Context: an optimization exercise on an open-source flow, tuned for small area, a short achievable clock period and few clock cycles. The choices shown serve that exercise and are no tape-out recipe.
Where RTL was checked, it was by simulation tests only, not by an equivalence proof against the original.
Power is estimated from default activity; no workload was simulated.

==> flow/design.v (excerpt) <==
module stereo_rms_level_smoother (
  input  wire logic                 clk,
  input  wire logic                 rst_n,
  input  wire logic                 in_valid,
  output logic                      in_stall,
  input  wire logic signed [15:0]   in_left_sample,
  input  wire logic signed [15:0]   in_right_sample,
  input  wire logic                 in_last_frame,
  output logic                      out_valid,
  input  wire logic                 out_stall,
  output logic [14:0]               out_rms_level,
  output logic [14:0]               out_smoothed_level,
  output logic [11:0]               out_radius,
  input  wire logic                 cfg_we,
  input  wire logic [2:0]           cfg_index,
  input  wire logic [15:0]          cfg_wdata
);
Size in the first run: ~3,500 cells after synthesis.
make LEC_CHECK=0 CAP_MARGIN=60 CORE_MARGIN=2 CORE_UTILIZATION=40 SLEW_MARGIN=60 finish   # period 12.0 ns
run.sh (not shown) runs the stock make flow with config.mk's settings and CLKGATE_MAP_FILE= SYNTH_SCRIPT=/design/flow/synth_recipe.tcl, a recipe that flattens the netlist after the stock synthesis.
Then changed:
Settings changed: CAP_MARGIN 60 to 70, SLEW_MARGIN 60 to 70.
Effect: The changed run completed with no timing, DRC or antenna violations. Via count came out higher by 0.47%. Core utilization rose by 0.34 points. Synthesized cell count does not change. Worst setup slack improved by 0.066 ns. Sequential share of layout area drops by 0.17 points. Routed wire length stays flat. Die area does not change. Combinational power hardly moves.
No run of this note included a check of the RTL's function; only the layout flow was run.

---

## v44
Another version of the RTL of stereo_rms_level_smoother (not shown whole).
Size in the first run: about 3500 cells after synthesis, about 410 flip-flops, roughly 100 I/O pins, about 32000 µm² of cells after synthesis.
make LEC_CHECK=0 CAP_MARGIN=85 CORE_MARGIN=2 CORE_UTILIZATION=40 SLEW_MARGIN=85 finish   # period 12.0 ns
Testbench counts of v44, summed over its fixed seeds: cycles 6,944.
Inputs modified between v44 and v13:
# v44
export LEC_CHECK = 0
export CAP_MARGIN = 85
export CORE_MARGIN = 2
export CORE_UTILIZATION = 40
export SLEW_MARGIN = 85
create_clock -name core_clock -period 12.0 [get_ports {clk}]
# v13
export LEC_CHECK = 0
export CAP_MARGIN = 60
export CORE_MARGIN = 2
export CORE_UTILIZATION = 40
export SLEW_MARGIN = 60
create_clock -name core_clock -period 12.0 [get_ports {clk}]
==> flow/flow/run.sh (new file) <==
#!/bin/bash
# The standard layout, with the port buffers made of plain buffers
# (sky130_fd_sc_hd__buf_2) instead of the resizer's default choice.
set -euo pipefail
export BUFFER_PORTS_ARGS="-buffer_cell sky130_fd_sc_hd__buf_2"
bash standard.sh > standard.log 2>&1
==> flow/standard.sh (new file) <==
#!/bin/bash
# synth_recipe.tcl (not shown) runs the flow's synth.tcl, then flattens the netlist and writes it again
# the make line also repeats each setting of config.mk as NAME=value (left out here)
make -C /OpenROAD-flow-scripts/flow DESIGN_CONFIG=/design/flow/config.mk WORK_HOME=/design/flow/orfs CLKGATE_MAP_FILE= SYNTH_SCRIPT=/design/flow/synth_recipe.tcl "${@:-finish}"
removed: flow/run.sh
--- outcome ---
Relative to v44, weighted congestion at the end of routability-driven global placement increased by 1.5% in v13.
[compare] base=v44 new=v13: combinational cell fraction of total power now sits lower; final instance area lost 9.8%; clock power share has increased; post-synthesis to final-layout area growth -12 points; global-route track usage on met3 was more or less identical.
Going from v44 to v13, routed wire length lower; highest clock frequency the design can meet moved up; total stage count of the critical path lost 6; wire length of the first global-routing pass shows a reduction of about 3.7%; global-route usage fell by 0.62 points.
Input-level comparison between v7 and v13:
# v13
export LEC_CHECK = 0
export CAP_MARGIN = 60
export CORE_MARGIN = 2
export CORE_UTILIZATION = 40
export SLEW_MARGIN = 60
create_clock -name core_clock -period 12.0 [get_ports {clk}]
# v7
export LEC_CHECK = 0
export CAP_MARGIN = 20
export CORE_MARGIN = 2
export CORE_UTILIZATION = 40
export SLEW_MARGIN = 20
create_clock -name core_clock -period 12.0 [get_ports {clk}]
==> flow/run.sh (new file) <==
#!/bin/bash
# synth_recipe.tcl (not shown) runs the flow's synth.tcl, then flattens the netlist and writes it again
# the make line also repeats each setting of config.mk as NAME=value (left out here)
make -C /OpenROAD-flow-scripts/flow DESIGN_CONFIG=/design/flow/config.mk WORK_HOME=/design/flow/orfs CLKGATE_MAP_FILE= SYNTH_SCRIPT=/design/flow/synth_recipe.tcl finish
removed: flow/flow/run.sh
removed: flow/standard.sh
[summary]
v7 vs. v13: cell area grew by 450 µm²; slew of the pin with the lowest slew margin grew by 0.48 ns; overall routed net length grew by about 0.4%; routed via count held steady.
Compare v7 and v13 | post-route core utilization lower: v13
Relative to v13, data-path buffer share of cell area in the final layout has increased by 1.2 points in v7.

---

Setup of old:
stereo_rms_level_smoother again, from the RTL that the note above started with.
export LEC_CHECK = 0
export CAP_MARGIN = 20
export CORE_MARGIN = 2
export CORE_UTILIZATION = 60
export SLEW_MARGIN = 20
create_clock -name core_clock -period 12.0 [get_ports {clk}]
Stock flow here: none of the scripts above is used.
Testbench counts of old, summed over its fixed seeds: cycles 6,944.
## Diff of input files: new against old
Settings: CAP_MARGIN now 60, was 20; SLEW_MARGIN now 60, was 20; CORE_UTILIZATION now 40, was 60.
[summary]
- What new reported for total number of placement rows has to be multiplied by 0.824 to get the figure for old.
- Changes observed in new relative to old: combinational group share of total power moved down, design area higher.
- Re met1 track demand over resource: new is 11 points down on old.
- On internal power summed over all cells: new sits above old.
- new has fraction of area in multi-input gates below what old had.
- Stage delay of the slowest cell on the critical path in new vs old: up 80 ps
- new vs old on first-pass GRT wire length: new is the lower one.

==> port drivers added, routing unchanged <==
The results above use ideal ports. As a check the final layouts listed here were re-extracted and re-timed, cells and wires unchanged.
Step 1 (the two cells are an assumption about what drives the block):
set clk [get_ports {clk}]
set_driving_cell -lib_cell sky130_fd_sc_hd__clkbuf_16 $clk
set_driving_cell -lib_cell sky130_fd_sc_hd__buf_2 [delete_from_list [all_inputs] $clk]
Step 2 adds t to the input delays and takes it off the output delays; t is the mean of the earliest and latest rising clock arrival at the registers after step 1. Input paths then give back, and output paths get back, about the clock's delay inside the block.
a / b / c = no drivers / after step 1 / after step 2; a / b = the first two.
| run | shift t [ns] | setup slack, ns | worst setup path at the end |
|---|---|---|---|
| the first run of note 1 | 0.651 | 7.756 / 7.756 / 7.202 | input to register |
| the second run of note 1 | 0.647 | 7.821 / 7.860 / 7.213 | input to register |
| v44 | 0.645 | 4.524 / 4.524 / 4.524 | register to register |
| v13 | 0.661 | 7.836 / 7.836 / 7.769 | input to register |
| v7 | 0.664 | 7.709 / 7.709 / 7.407 | input to register |
| old | 0.651 | 7.535 / 7.535 / 7.105 | input to register |
| new | 0.649 | 7.863 / 7.803 / 7.403 | input to register |
After both steps setup and hold are still met in every run listed. The setup slack of the second run of note 1, which loses most, moves by +0.039 ns with the drivers and by -0.608 ns with both steps.
